This design comes from an exercise in tuning for small area, a short achievable clock period and few clock cycles on the open sky130 flow, not from production work.
In this exercise RTL edits were held to simulation tests only and were not proved equivalent to the original.
Power figures rest on the tool's default switching activity, not on a simulated workload.

==> design.v <==
localparam NUM_REGS    = 16;
localparam STACK_DEPTH = 16;
localparam SP_W        = 5;
localparam CARRY_REG   = 15;
localparam [11:0] RESET_PC = 12'h200;
localparam STORE_BCD   = 1'b0;
localparam STORE_BLOCK = 1'b1;
localparam [3:0] BCD_LAST_IDX = 4'd2;
localparam [1:0] FETCH_HI      = 2'd0;
localparam [1:0] FETCH_LO      = 2'd1;
localparam [1:0] FETCH_PRESENT = 2'd2;
localparam [3:0] OP_SYS   = 4'h0;
localparam [3:0] OP_JP    = 4'h1;
localparam [3:0] OP_CALL  = 4'h2;
localparam [3:0] OP_SE_K  = 4'h3;
localparam [3:0] OP_SNE_K = 4'h4;
localparam [3:0] OP_SE_V  = 4'h5;
localparam [3:0] OP_LD_K  = 4'h6;
localparam [3:0] OP_ADD_K = 4'h7;
localparam [3:0] OP_ALU   = 4'h8;
localparam [3:0] OP_SNE_V = 4'h9;
localparam [3:0] OP_LD_I  = 4'hA;
localparam [3:0] OP_JP_V0 = 4'hB;
localparam [3:0] OP_MISC  = 4'hF;
localparam [3:0] ALU_LD   = 4'h0;
localparam [3:0] ALU_OR   = 4'h1;
localparam [3:0] ALU_AND  = 4'h2;
localparam [3:0] ALU_XOR  = 4'h3;
localparam [3:0] ALU_ADD  = 4'h4;
localparam [3:0] ALU_SUB  = 4'h5;
localparam [3:0] ALU_SHR  = 4'h6;
localparam [3:0] ALU_SUBN = 4'h7;
localparam [3:0] ALU_SHL  = 4'hE;
localparam [7:0]  F_ADD_I = 8'h1E;
localparam [7:0]  F_BCD   = 8'h33;
localparam [7:0]  F_STORE = 8'h55;
localparam [11:0] SYS_RET = 12'h0EE;
localparam CMD_W = 25;
`timescale 1ns/1ns
module fetch_unit (
    input  logic        clk,
    input  logic        reset_i,
    input  logic [11:0] pc_i,
    input  logic        pc_load_i,
    output logic        mem_rd_valid_o,
    output logic [11:0] mem_rd_addr_o,
    input  logic        mem_rd_ready_i,
    input  logic [7:0]  mem_rd_data_i,
    output logic        instr_valid_o,
    output logic [15:0] instr_o,
    input  logic        instr_ready_i
);
localparam NUM_REGS    = 16;
localparam STACK_DEPTH = 16;
localparam SP_W        = 5;
localparam CARRY_REG   = 15;
localparam [11:0] RESET_PC = 12'h200;
localparam STORE_BCD   = 1'b0;
localparam STORE_BLOCK = 1'b1;
localparam [3:0] BCD_LAST_IDX = 4'd2;
localparam [1:0] FETCH_HI      = 2'd0;
localparam [1:0] FETCH_LO      = 2'd1;
localparam [1:0] FETCH_PRESENT = 2'd2;
localparam [3:0] OP_SYS   = 4'h0;
localparam [3:0] OP_JP    = 4'h1;
localparam [3:0] OP_CALL  = 4'h2;
localparam [3:0] OP_SE_K  = 4'h3;
localparam [3:0] OP_SNE_K = 4'h4;
localparam [3:0] OP_SE_V  = 4'h5;
localparam [3:0] OP_LD_K  = 4'h6;
localparam [3:0] OP_ADD_K = 4'h7;
localparam [3:0] OP_ALU   = 4'h8;
localparam [3:0] OP_SNE_V = 4'h9;
localparam [3:0] OP_LD_I  = 4'hA;
localparam [3:0] OP_JP_V0 = 4'hB;
localparam [3:0] OP_MISC  = 4'hF;
localparam [3:0] ALU_LD   = 4'h0;
localparam [3:0] ALU_OR   = 4'h1;
localparam [3:0] ALU_AND  = 4'h2;
localparam [3:0] ALU_XOR  = 4'h3;
localparam [3:0] ALU_ADD  = 4'h4;
localparam [3:0] ALU_SUB  = 4'h5;
localparam [3:0] ALU_SHR  = 4'h6;
localparam [3:0] ALU_SUBN = 4'h7;
localparam [3:0] ALU_SHL  = 4'hE;
localparam [7:0]  F_ADD_I = 8'h1E;
localparam [7:0]  F_BCD   = 8'h33;
localparam [7:0]  F_STORE = 8'h55;
localparam [11:0] SYS_RET = 12'h0EE;
localparam CMD_W = 25;
    logic [1:0]  state_q;
    logic        rd_valid_q;
    logic [11:0] rd_addr_q;
    logic        instr_valid_q;
    logic [15:0] instr_q;
    always_ff @(posedge clk) begin
        if (reset_i) begin
            state_q       <= FETCH_HI;
            rd_valid_q    <= 1'b0;
            instr_valid_q <= 1'b0;
        end else begin
            case (state_q)
                FETCH_HI: begin
                    if (!rd_valid_q) begin
                        rd_valid_q <= 1'b1;
                        rd_addr_q  <= pc_i;
                    end else if (mem_rd_ready_i) begin
                        rd_addr_q <= rd_addr_q + 12'd1;
                        state_q   <= FETCH_LO;
                    end
                end
                FETCH_LO: begin
                    if (mem_rd_ready_i) begin
                        rd_valid_q    <= 1'b0;
                        instr_valid_q <= 1'b1;
                        state_q       <= FETCH_PRESENT;
                    end
                end
                default: begin
                    if (instr_valid_q && instr_ready_i) begin
                        instr_valid_q <= 1'b0;
                    end
                    if (pc_load_i) begin
                        rd_valid_q <= 1'b1;
                        rd_addr_q  <= pc_i;
                        state_q    <= FETCH_HI;
                    end
                end
            endcase
        end
    end
    always_ff @(posedge clk) begin
        if (rd_valid_q && mem_rd_ready_i) begin
            if (state_q == FETCH_HI) begin
                instr_q[15:8] <= mem_rd_data_i;
            end else begin
                instr_q[7:0] <= mem_rd_data_i;
            end
        end
    end
    assign mem_rd_valid_o = rd_valid_q;
    assign mem_rd_addr_o  = rd_addr_q;
    assign instr_valid_o  = instr_valid_q;
    assign instr_o        = instr_q;
endmodule
`timescale 1ns/1ns
module exec_core (
    input  logic        clk,
    input  logic        reset_i,
    input  logic        instr_valid_i,
    input  logic [15:0] instr_i,
    output logic        instr_ready_o,
    output logic [11:0] pc_o,
    output logic        pc_load_o,
    output logic        store_valid_o,
    output logic [24:0] store_cmd_o,
    input  logic        store_ready_i,
    input  logic        store_done_i,
    input  logic [3:0]  rf_rd_idx_i,
    output logic [7:0]  rf_rd_data_o
);
localparam NUM_REGS    = 16;
localparam STACK_DEPTH = 16;
localparam SP_W        = 5;
localparam CARRY_REG   = 15;
localparam [11:0] RESET_PC = 12'h200;
localparam STORE_BCD   = 1'b0;
localparam STORE_BLOCK = 1'b1;
localparam [3:0] BCD_LAST_IDX = 4'd2;
localparam [1:0] FETCH_HI      = 2'd0;
localparam [1:0] FETCH_LO      = 2'd1;
localparam [1:0] FETCH_PRESENT = 2'd2;
localparam [3:0] OP_SYS   = 4'h0;
localparam [3:0] OP_JP    = 4'h1;
localparam [3:0] OP_CALL  = 4'h2;
localparam [3:0] OP_SE_K  = 4'h3;
localparam [3:0] OP_SNE_K = 4'h4;
localparam [3:0] OP_SE_V  = 4'h5;
localparam [3:0] OP_LD_K  = 4'h6;
localparam [3:0] OP_ADD_K = 4'h7;
localparam [3:0] OP_ALU   = 4'h8;
localparam [3:0] OP_SNE_V = 4'h9;
localparam [3:0] OP_LD_I  = 4'hA;
localparam [3:0] OP_JP_V0 = 4'hB;
localparam [3:0] OP_MISC  = 4'hF;
localparam [3:0] ALU_LD   = 4'h0;
localparam [3:0] ALU_OR   = 4'h1;
localparam [3:0] ALU_AND  = 4'h2;
localparam [3:0] ALU_XOR  = 4'h3;
localparam [3:0] ALU_ADD  = 4'h4;
localparam [3:0] ALU_SUB  = 4'h5;
localparam [3:0] ALU_SHR  = 4'h6;
localparam [3:0] ALU_SUBN = 4'h7;
localparam [3:0] ALU_SHL  = 4'hE;
localparam [7:0]  F_ADD_I = 8'h1E;
localparam [7:0]  F_BCD   = 8'h33;
localparam [7:0]  F_STORE = 8'h55;
localparam [11:0] SYS_RET = 12'h0EE;
localparam CMD_W = 25;
    logic [7:0]      v_q [0:NUM_REGS-1];
    logic [11:0]     stack_q [0:STACK_DEPTH-1];
    logic [SP_W-1:0] sp_q;
    logic [11:0]     pc_q;
    logic [11:0]     i_q;
    logic             busy_q;
    logic             pc_load_q;
    logic             store_valid_q;
    logic [CMD_W-1:0] store_cmd_q;
    logic [3:0]      op;
    logic [3:0]      x;
    logic [3:0]      y;
    logic [3:0]      n;
    logic [7:0]      vx;
    logic [7:0]      vy;
    logic [7:0]      kk;
    logic [11:0]     nnn;
    logic [SP_W-2:0] sp_wr_idx;
    logic [SP_W-2:0] sp_rd_idx;
    logic            accept;
    logic            skip;
    logic            is_call;
    logic            is_ret;
    logic            is_store;
    logic [7:0]      alu_res;
    logic            alu_flag;
    logic            alu_wr;
    logic            alu_wf;
    assign op        = instr_i[15:12];
    assign x         = instr_i[11:8];
    assign y         = instr_i[7:4];
    assign n         = instr_i[3:0];
    assign vx        = v_q[x];
    assign vy        = v_q[y];
    assign nnn       = instr_i[11:0];
    assign kk        = nnn[7:0];
    assign sp_wr_idx = sp_q[SP_W-2:0];
    assign sp_rd_idx = sp_wr_idx - 1'b1;
    assign accept   = instr_valid_i && instr_ready_o;
    assign is_call  = (op == OP_CALL);
    assign is_ret   = (op == OP_SYS) && (nnn == SYS_RET);
    assign is_store = (op == OP_MISC) && ((kk == F_BCD) || (kk == F_STORE));
    always_comb begin
        alu_res  = vy;
        alu_flag = 1'b0;
        alu_wr   = 1'b1;
        alu_wf   = 1'b0;
        case (n)
            ALU_LD:  alu_res = vy;
            ALU_OR:  alu_res = vx | vy;
            ALU_AND: alu_res = vx & vy;
            ALU_XOR: alu_res = vx ^ vy;
            ALU_ADD: begin
                {alu_flag, alu_res} = {1'b0, vx} + {1'b0, vy};
                alu_wf = 1'b1;
            end
            ALU_SUB: begin
                alu_res  = vx - vy;
                alu_flag = (vx >= vy);
                alu_wf   = 1'b1;
            end
            ALU_SHR: begin
                alu_res  = vx >> 1;
                alu_flag = vx[0];
                alu_wf   = 1'b1;
            end
            ALU_SUBN: begin
                alu_res  = vy - vx;
                alu_flag = (vy >= vx);
                alu_wf   = 1'b1;
            end
            ALU_SHL: begin
                alu_res  = vx << 1;
                alu_flag = vx[7];
                alu_wf   = 1'b1;
            end
            default: alu_wr = 1'b0;
        endcase
    end
    always_comb begin
        case (op)
            OP_SE_K:  skip = (vx == kk);
            OP_SNE_K: skip = (vx != kk);
            OP_SE_V:  skip = (n == 4'h0) && (vx == vy);
            OP_SNE_V: skip = (n == 4'h0) && (vx != vy);
            default:  skip = 1'b0;
        endcase
    end
    always_ff @(posedge clk) begin
        if (reset_i) begin
            pc_q          <= RESET_PC;
            sp_q          <= {SP_W{1'b0}};
            i_q           <= 12'd0;
            busy_q        <= 1'b0;
            pc_load_q     <= 1'b0;
            store_valid_q <= 1'b0;
        end else begin
            pc_load_q <= 1'b0;
            if (store_valid_q && store_ready_i) begin
                store_valid_q <= 1'b0;
            end
            if (busy_q && store_done_i) begin
                busy_q    <= 1'b0;
                pc_load_q <= 1'b1;
                if (store_cmd_q[24] == STORE_BLOCK) begin
                    i_q <= i_q + {8'd0, store_cmd_q[11:8]} + 12'd1;
                end
            end
            if (accept) begin
                pc_q <= skip ? pc_q + 12'd4 : pc_q + 12'd2;
                case (op)
                    OP_SYS: begin
                        if (is_ret) begin
                            pc_q <= stack_q[sp_rd_idx];
                            sp_q <= sp_q - 1'b1;
                        end
                    end
                    OP_JP:    pc_q <= nnn;
                    OP_CALL: begin
                        pc_q <= nnn;
                        sp_q <= sp_q + 1'b1;
                    end
                    OP_LD_I:  i_q <= nnn;
                    OP_JP_V0: pc_q <= nnn + {4'd0, v_q[0]};
                    OP_MISC: begin
                        if (kk == F_ADD_I) begin
                            i_q <= i_q + {4'd0, vx};
                        end
                        if (is_store) begin
                            busy_q        <= 1'b1;
                            store_valid_q <= 1'b1;
                        end
                    end
                    default: ;
                endcase
                if (!is_store) begin
                    pc_load_q <= 1'b1;
                end
            end
        end
    end
    always_ff @(posedge clk) begin
        if (accept) begin
            case (op)
                OP_LD_K:  v_q[x] <= kk;
                OP_ADD_K: v_q[x] <= vx + kk;
                OP_ALU: begin
                    if (alu_wr) begin
                        v_q[x] <= alu_res;
                    end
                    if (alu_wf) begin
                        v_q[CARRY_REG] <= {7'd0, alu_flag};
                    end
                end
                OP_CALL:  stack_q[sp_wr_idx] <= pc_q + 12'd2;
                OP_MISC: begin
                    if (is_store) begin
                        store_cmd_q <= {(kk == F_BCD) ? STORE_BCD : STORE_BLOCK, i_q, x, vx};
                    end
                end
                default: ;
            endcase
        end
    end
    assign instr_ready_o = !busy_q;
    assign pc_o          = pc_q;
    assign pc_load_o     = pc_load_q;
    assign store_valid_o = store_valid_q;
    assign store_cmd_o   = store_cmd_q;
    assign rf_rd_data_o  = v_q[rf_rd_idx_i];
endmodule
`timescale 1ns/1ns
module store_unit (
    input  logic        clk,
    input  logic        reset_i,
    input  logic        store_valid_i,
    input  logic [24:0] store_cmd_i,
    output logic        store_ready_o,
    output logic        store_done_o,
    output logic [3:0]  rf_rd_idx_o,
    input  logic [7:0]  rf_rd_data_i,
    output logic        mem_wr_valid_o,
    output logic [19:0] mem_wr_o,
    input  logic        mem_wr_ready_i
);
localparam NUM_REGS    = 16;
localparam STACK_DEPTH = 16;
localparam SP_W        = 5;
localparam CARRY_REG   = 15;
localparam [11:0] RESET_PC = 12'h200;
localparam STORE_BCD   = 1'b0;
localparam STORE_BLOCK = 1'b1;
localparam [3:0] BCD_LAST_IDX = 4'd2;
localparam [1:0] FETCH_HI      = 2'd0;
localparam [1:0] FETCH_LO      = 2'd1;
localparam [1:0] FETCH_PRESENT = 2'd2;
localparam [3:0] OP_SYS   = 4'h0;
localparam [3:0] OP_JP    = 4'h1;
localparam [3:0] OP_CALL  = 4'h2;
localparam [3:0] OP_SE_K  = 4'h3;
localparam [3:0] OP_SNE_K = 4'h4;
localparam [3:0] OP_SE_V  = 4'h5;
localparam [3:0] OP_LD_K  = 4'h6;
localparam [3:0] OP_ADD_K = 4'h7;
localparam [3:0] OP_ALU   = 4'h8;
localparam [3:0] OP_SNE_V = 4'h9;
localparam [3:0] OP_LD_I  = 4'hA;
localparam [3:0] OP_JP_V0 = 4'hB;
localparam [3:0] OP_MISC  = 4'hF;
localparam [3:0] ALU_LD   = 4'h0;
localparam [3:0] ALU_OR   = 4'h1;
localparam [3:0] ALU_AND  = 4'h2;
localparam [3:0] ALU_XOR  = 4'h3;
localparam [3:0] ALU_ADD  = 4'h4;
localparam [3:0] ALU_SUB  = 4'h5;
localparam [3:0] ALU_SHR  = 4'h6;
localparam [3:0] ALU_SUBN = 4'h7;
localparam [3:0] ALU_SHL  = 4'hE;
localparam [7:0]  F_ADD_I = 8'h1E;
localparam [7:0]  F_BCD   = 8'h33;
localparam [7:0]  F_STORE = 8'h55;
localparam [11:0] SYS_RET = 12'h0EE;
localparam CMD_W = 25;
    logic             active_q;
    logic             done_q;
    logic [3:0]       cnt_q;
    logic [CMD_W-1:0] cmd_q;
    logic        cmd_kind;
    logic [11:0] cmd_base;
    logic [3:0]  cmd_last_idx;
    logic [7:0]  cmd_value;
    logic [3:0] last_idx;
    logic [7:0] hundreds;
    logic [7:0] tens;
    logic [7:0] ones;
    logic [7:0] bcd_digit;
    logic [7:0] wr_data;
    logic       wr_fire;
    assign cmd_kind     = cmd_q[24];
    assign cmd_base     = cmd_q[23:12];
    assign cmd_last_idx = cmd_q[11:8];
    assign cmd_value    = cmd_q[7:0];
    assign hundreds = cmd_value / 8'd100;
    assign tens     = (cmd_value / 8'd10) % 8'd10;
    assign ones     = cmd_value % 8'd10;
    always_comb begin
        case (cnt_q)
            4'd0:    bcd_digit = hundreds;
            4'd1:    bcd_digit = tens;
            default: bcd_digit = ones;
        endcase
    end
    assign last_idx = (cmd_kind == STORE_BCD) ? BCD_LAST_IDX : cmd_last_idx;
    assign wr_data  = (cmd_kind == STORE_BCD) ? bcd_digit : rf_rd_data_i;
    assign wr_fire  = active_q && mem_wr_ready_i;
    always_ff @(posedge clk) begin
        if (reset_i) begin
            active_q <= 1'b0;
            done_q   <= 1'b0;
            cnt_q    <= 4'd0;
        end else begin
            done_q <= 1'b0;
            if (!active_q && store_valid_i) begin
                active_q <= 1'b1;
                cnt_q    <= 4'd0;
            end else if (wr_fire) begin
                if (cnt_q == last_idx) begin
                    active_q <= 1'b0;
                    done_q   <= 1'b1;
                end else begin
                    cnt_q <= cnt_q + 4'd1;
                end
            end
        end
    end
    always_ff @(posedge clk) begin
        if (!active_q && store_valid_i) begin
            cmd_q <= store_cmd_i;
        end
    end
    assign store_ready_o  = !active_q;
    assign store_done_o   = done_q;
    assign rf_rd_idx_o    = cnt_q;
    assign mem_wr_valid_o = active_q;
    assign mem_wr_o       = {cmd_base + {8'd0, cnt_q}, wr_data};
endmodule
`timescale 1ns/1ns
module chip8_cpu (
    input  logic        clk,
    input  logic        reset_i,
    output logic        mem_rd_valid_o,
    output logic [11:0] mem_rd_addr_o,
    input  logic        mem_rd_ready_i,
    input  logic [7:0]  mem_rd_data_i,
    output logic        mem_wr_valid_o,
    output logic [19:0] mem_wr_o,
    input  logic        mem_wr_ready_i
);
localparam NUM_REGS    = 16;
localparam STACK_DEPTH = 16;
localparam SP_W        = 5;
localparam CARRY_REG   = 15;
localparam [11:0] RESET_PC = 12'h200;
localparam STORE_BCD   = 1'b0;
localparam STORE_BLOCK = 1'b1;
localparam [3:0] BCD_LAST_IDX = 4'd2;
localparam [1:0] FETCH_HI      = 2'd0;
localparam [1:0] FETCH_LO      = 2'd1;
localparam [1:0] FETCH_PRESENT = 2'd2;
localparam [3:0] OP_SYS   = 4'h0;
localparam [3:0] OP_JP    = 4'h1;
localparam [3:0] OP_CALL  = 4'h2;
localparam [3:0] OP_SE_K  = 4'h3;
localparam [3:0] OP_SNE_K = 4'h4;
localparam [3:0] OP_SE_V  = 4'h5;
localparam [3:0] OP_LD_K  = 4'h6;
localparam [3:0] OP_ADD_K = 4'h7;
localparam [3:0] OP_ALU   = 4'h8;
localparam [3:0] OP_SNE_V = 4'h9;
localparam [3:0] OP_LD_I  = 4'hA;
localparam [3:0] OP_JP_V0 = 4'hB;
localparam [3:0] OP_MISC  = 4'hF;
localparam [3:0] ALU_LD   = 4'h0;
localparam [3:0] ALU_OR   = 4'h1;
localparam [3:0] ALU_AND  = 4'h2;
localparam [3:0] ALU_XOR  = 4'h3;
localparam [3:0] ALU_ADD  = 4'h4;
localparam [3:0] ALU_SUB  = 4'h5;
localparam [3:0] ALU_SHR  = 4'h6;
localparam [3:0] ALU_SUBN = 4'h7;
localparam [3:0] ALU_SHL  = 4'hE;
localparam [7:0]  F_ADD_I = 8'h1E;
localparam [7:0]  F_BCD   = 8'h33;
localparam [7:0]  F_STORE = 8'h55;
localparam [11:0] SYS_RET = 12'h0EE;
localparam CMD_W = 25;
    logic [11:0] pc;
    logic        pc_load;
    logic        instr_valid;
    logic        instr_ready;
    logic [15:0] instr;
    logic             store_valid;
    logic             store_ready;
    logic             store_done;
    logic [CMD_W-1:0] store_cmd;
    logic [3:0]       rf_rd_idx;
    logic [7:0]       rf_rd_data;
    fetch_unit u_fetch (
        .clk            (clk),
        .reset_i        (reset_i),
        .pc_i           (pc),
        .pc_load_i      (pc_load),
        .mem_rd_valid_o (mem_rd_valid_o),
        .mem_rd_addr_o  (mem_rd_addr_o),
        .mem_rd_ready_i (mem_rd_ready_i),
        .mem_rd_data_i  (mem_rd_data_i),
        .instr_valid_o  (instr_valid),
        .instr_o        (instr),
        .instr_ready_i  (instr_ready)
    );
    exec_core u_exec (
        .clk           (clk),
        .reset_i       (reset_i),
        .instr_valid_i (instr_valid),
        .instr_i       (instr),
        .instr_ready_o (instr_ready),
        .pc_o          (pc),
        .pc_load_o     (pc_load),
        .store_valid_o (store_valid),
        .store_cmd_o   (store_cmd),
        .store_ready_i (store_ready),
        .store_done_i  (store_done),
        .rf_rd_idx_i   (rf_rd_idx),
        .rf_rd_data_o  (rf_rd_data)
    );
    store_unit u_store (
        .clk            (clk),
        .reset_i        (reset_i),
        .store_valid_i  (store_valid),
        .store_cmd_i    (store_cmd),
        .store_ready_o  (store_ready),
        .store_done_o   (store_done),
        .rf_rd_idx_o    (rf_rd_idx),
        .rf_rd_data_i   (rf_rd_data),
        .mem_wr_valid_o (mem_wr_valid_o),
        .mem_wr_o       (mem_wr_o),
        .mem_wr_ready_i (mem_wr_ready_i)
    );
endmodule
==> run.sh <==
#!/bin/bash
# synth_recipe.tcl (not shown) runs the flow's synth.tcl, then flattens the netlist and writes it again
# the make line also repeats each setting of config.mk as NAME=value (left out here)
make -C /OpenROAD-flow-scripts/flow DESIGN_CONFIG=/design/flow/config.mk WORK_HOME=/design/flow/orfs CLKGATE_MAP_FILE= SYNTH_SCRIPT=/design/flow/synth_recipe.tcl finish
==> config.mk <==
export PLATFORM = sky130hd
export DESIGN_NAME = chip8_cpu
export DESIGN_NICKNAME = chip8_cpu
export VERILOG_FILES = /design/flow/design.v
export SDC_FILE = /design/flow/constraint.sdc
export NUM_CORES = 4
export LEC_CHECK = 0
export CAP_MARGIN = 20
export CORE_MARGIN = 2
export CORE_UTILIZATION = 40
export PLACE_DENSITY = 0.6
export SLEW_MARGIN = 20
==> constraint.sdc <==
create_clock -name core_clock -period 7.0 [get_ports {clk}]
set_input_delay 1.4000 -clock core_clock [delete_from_list [all_inputs] [get_ports {clk}]]
set_output_delay 1.4000 -clock core_clock [all_outputs]
set_load 0.01 [all_outputs]
==> results.tsv <==
stage	metric	value	unit
synthesis	biggest area consumer among synthesized cells	edfxtp_1	
grt	largest net degree at the start of global routing	43	
grt	first-pass GRT wire length	99.2	mm
placement	# port buffers	45	
synthesis	Seq/Total Area, Yosys	52.6	%
timing	Fmax	148	MHz
synthesis	multiplexer share of the synthesized area	17.3	%
cts	hold_buf cts	0	
die	core area	60600	sq um
layout	FILL cells	5292	
pwr	Pint	4.67	mW
die	Die Width	252	microns
setup_path	largest delay contributor family on the critical path	simple AND/OR/NAND/NOR gates	
cts	H-tree level count	2	
layout	layout cells sized above 1	19.7	%
pwr	Logic pwr share	9.1	%
setup_path	worst r2r dst	u_exec.v_q[8][7]$_DFFE_PP_	
status	outcome	complete, no violations	
setup_path	CP bufs+invs	3	
layout	most frequent cells in the layout	edfxtp_1, mux4_2, nor2_1	
synthesis	Synth Area in Compound Gates	10.3	%
cts	total CTS buffers	49	
synthesis	Yosys top cell area share	47.7	%
synthesis	syn nets	1934	
worst_hold_path	hold path depth	0	
placement	Placer Congestion	0.878	
pwr	Cell Pwr Density	220	nW/um^2
routing	drt pass-1 iters	6	
synthesis	Syn Area/Cell	13.4	sq um
routing	DRT antenna net count	0	
timing	Final setup viols	0	
die	Die Y	252	microns
grt	GRT Total Usage	20.5	%
synthesis	post-synth cell types	89	
synthesis	EDFF count, synth	391	
synthesis	largest family of logic cells by synthesized area	multiplexers	
routing	Vias per Instance	6.00	
grt	initial antenna violation count	5	
layout	NumNets Final	1978	
setup_path	Critical Path AT	5350	ps
cts	clock tree sinks	451	
timing	fin crit share	96.4	%
layout	flip-flop and latch area	13000	sq um
setup_path	Worst setup SP type	register	
timing	worst slew pin tran	1170	ps
run	Max-Cap Viols	0	
placement	DP HPWL	43.8	mm
synthesis	simple-gate share of the synthesized area	8.85	%
cts	CTS tree	yes	
synthesis	XOR/XNOR Fraction of Synth Area	3.10	%
pwr	switching power share of the total	24.0	%
pwr	Design Power	6.14	mW
pwr	Seq pwr share	48.5	%
setup_path	Worst Path Max Fanout	8	
placement	dpl cells	2601	
synthesis	ys flop type	edfxtp_1	
setup_path	CP endpoint kind	primary output	
cts	Worst-path clk slew	60	ps
routing	WL final	65.0	mm
synthesis	ranking of synthesized cells by area	edfxtp_1, mux4_2, dfxtp_1	
die	initial core utilization	40.6	%
die	num rows	90	
layout	Layout Area Growth over Synthesis	13.4	%
timing	final hold slack	415	ps
synthesis	Gate Count Post-Synth	1834	
layout	leading cell type in the layout, fill and taps excluded	edfxtp_1	
setup_path	Crit path largest cell delay	530	ps
setup_path	CP Cell Sequence	inv_1 -> ha_1 -> or3b_4 -> nand2_1 -> ha_1 -> a32o_1 -> or2_1 -> o31ai_4 -> nand2_1 -> o21ai_2 -> inv_1 -> ha_1 -> o2111ai_2 -> o2111ai_4 -> mux2i_4 -> or3_1 -> mux2i_1 -> a22o_1 -> clkdlybuf4s50_1	
pwr	P_sw	1.47	mW
routing	violation count after the first detailed-routing iteration	1818	
pwr	Max rail drop VDD	0.000207	V
setup_path	R2R cell count	13	
setup_path	Critical Path RT	5600	ps
pwr	clock share of power	42.3	%
setup_path	most used cell, CP	ha_1	
routing	# DRC	0	
synthesis	Cell Area, Synth	24600	sq um
timing	Fin. Hold Viols	0	
layout	antenna cell count	0	
worst_hold_path	Min-Delay Path Class	register to register	
timing	final worst path period need	6750	ps
synthesis	total of warnings raised by yosys	3	
timing	Final TNS setup	0	ps
grt	grt ovf	0	
die	total die area	63500	sq um
setup_path	critical path class	register to primary output	
layout	final core utilization	46.0	%
routing	routed vias	16200	
routing	WL/cell	24.1	microns
grt	vias in the first global route	16000	
cts	Worst-Skew Late Latency	620	ps
timing	fin. max-slew vios	0	
synthesis	Synth async-reset ratio	0	%
pwr	leakage	9.22	nW
worst_hold_path	Min-Delay Startpoint	u_exec.store_cmd_q[1]$_DFFE_PP_	
synthesis	Adder-Cell Fraction of Synth Area	4.88	%
setup_path	FF-to-FF setup slack	1530	ps
cts	Clock Root Buffer	clkbuf_16	
synthesis	Seq cells post-synth	451	
layout	Multi-input gate area	11100	sq um
cts	Bufs on Longest Clock Path	3	
die	I/O pins	46	
setup_path	CP max-delay cell	clkdlybuf4s50_1	
timing	Max-Slew Margin vs Limit	21.9	%
timing	Fin Clk Skew	39.4	ps
layout	Layout Cells excl Fill	2698	
worst_hold_path	Hold Crit Endpoint	u_store.cmd_q[1]$_DFFE_PP_	
==> kinds of logic (layout without fill, tap and decap cells) <==
kind of cell    after synthesis  count (layout)
flops                       451             451
buf+inv                     179             261
fa+ha+maj                    91              91
xor+xnor                     87              87
mux                         209             209
compound gates              373             373
simple gates                444             444
==> synthesized netlist by cell type, types with 37 or more instances <==
master    count
o21ai_0      74
edfxtp_1    391
inv_1        68
nor3_1       37
ha_1         79
clkbuf_1     69
mux4_2      171
a21oi_1      86
nand2_1     107
nor2_1      132
dfxtp_1      60
xnor2_1      55
==> repair_timing <==
item                       in CTS  in global routing
setup endpoints to repair       6                  6
pin swaps                       0                  3
setup buffers                   0                  7
gates resized for setup         6                  6
==> metrics by stage <==
stage	worst slack [ps]	instance area (sq um)
2_1_floorplan	1350	24600
3_5_place_dp	451	26100
4_1_cts	20.0	27800
5_1_grt	-11.0	27900
6_report	253	27900
3_3_place_gp	479	26000
==> metal layers <==
metal	global-route usage, %	vias to the layer above	wire (microns)
li1	-	7281	-
met1	28.1	8200	28000
met2	33.8	578	31300
met3	3.29	119	3970
met4	5.75	6	1680
met5	0	-	36
==> area by class of cell <==
type / instances / area share (%)
well taps: 782 / 3.51
clock inverters: 26 / 1.10
repair buffers: 103 / 3.32
flip-flops and latches: 451 / 46.4
multi-input cells: 1204 / 39.9
inverters: 69 / 0.929
clock buffers: 63 / 4.76
==> flip-flops by register name, indices dropped and copies added, names as in the netlist, 12 cells and up, named ones only <==
signal / cells
u_exec.v_q: 128
u_exec.stack_q: 192
u_exec.pc_q: 12
u_fetch.rd_addr_q: 12
u_store.cmd_q: 25
u_exec.i_q: 12
u_exec.store_cmd_q: 25
u_fetch.instr_q: 16
==> power groups by stage <==
stage	logic [mW]	registers, mW	clock network [mW]
after global placement	0.547	3.03	0
final	0.562	2.98	2.60
after CTS	0.557	2.98	2.65
after global routing	0.609	2.98	2.76
after floorplan	0.408	3.00	0
after detailed placement	0.553	3.03	0
==> worst max-delay path by stage <==
stage	slack (ps)	cells after the start	startpoint	to
after floorplan	1350	19	u_store.cnt_q[1]$_SDFFE_PP0P_	mem_wr_o[2]
after global placement	480	19	u_store.cnt_q[1]$_SDFFE_PP0P_	mem_wr_o[2]
after detailed placement	450	19	u_store.cnt_q[1]$_SDFFE_PP0P_	mem_wr_o[2]
after CTS	20	19	u_store.cnt_q[1]$_SDFFE_PP0P_	mem_wr_o[1]
after global routing	-10	20	u_store.cnt_q[1]$_SDFFE_PP0P_	mem_wr_o[4]
final	250	19	u_store.cnt_q[1]$_SDFFE_PP0P_	mem_wr_o[4]
Testbench counts, summed over its fixed seeds: cycles 110,611.

## what the ideal ports hide
In the flow no input, the clock included, has a driving cell. The finished layout below was timed again as built, in two steps.
Step 1 sets driving cells, clkbuf_16 on the clock port and buf_2 on the other inputs (assumed; they add their load-dependent delay and slew).
Step 2, shift: input delay + t, output delay - t, t = (earliest + latest rising clock arrival at the registers) / 2. This alone moves slack from input paths to output paths.
Three values: ideal, step 1, step 2; two values: the first two.
shift t [ns]: 0.655
slack for setup (ns): 0.253 / 0.196 / 0.851
hold slack, ns: 0.415 / 0.415 / 0.415
slew at the worst register clock pin (ns): 0.06 / 0.06
After both steps setup and hold are still met in this run. For this run, drivers alone change the setup slack by -0.057 ns; drivers and shift together by +0.598 ns.
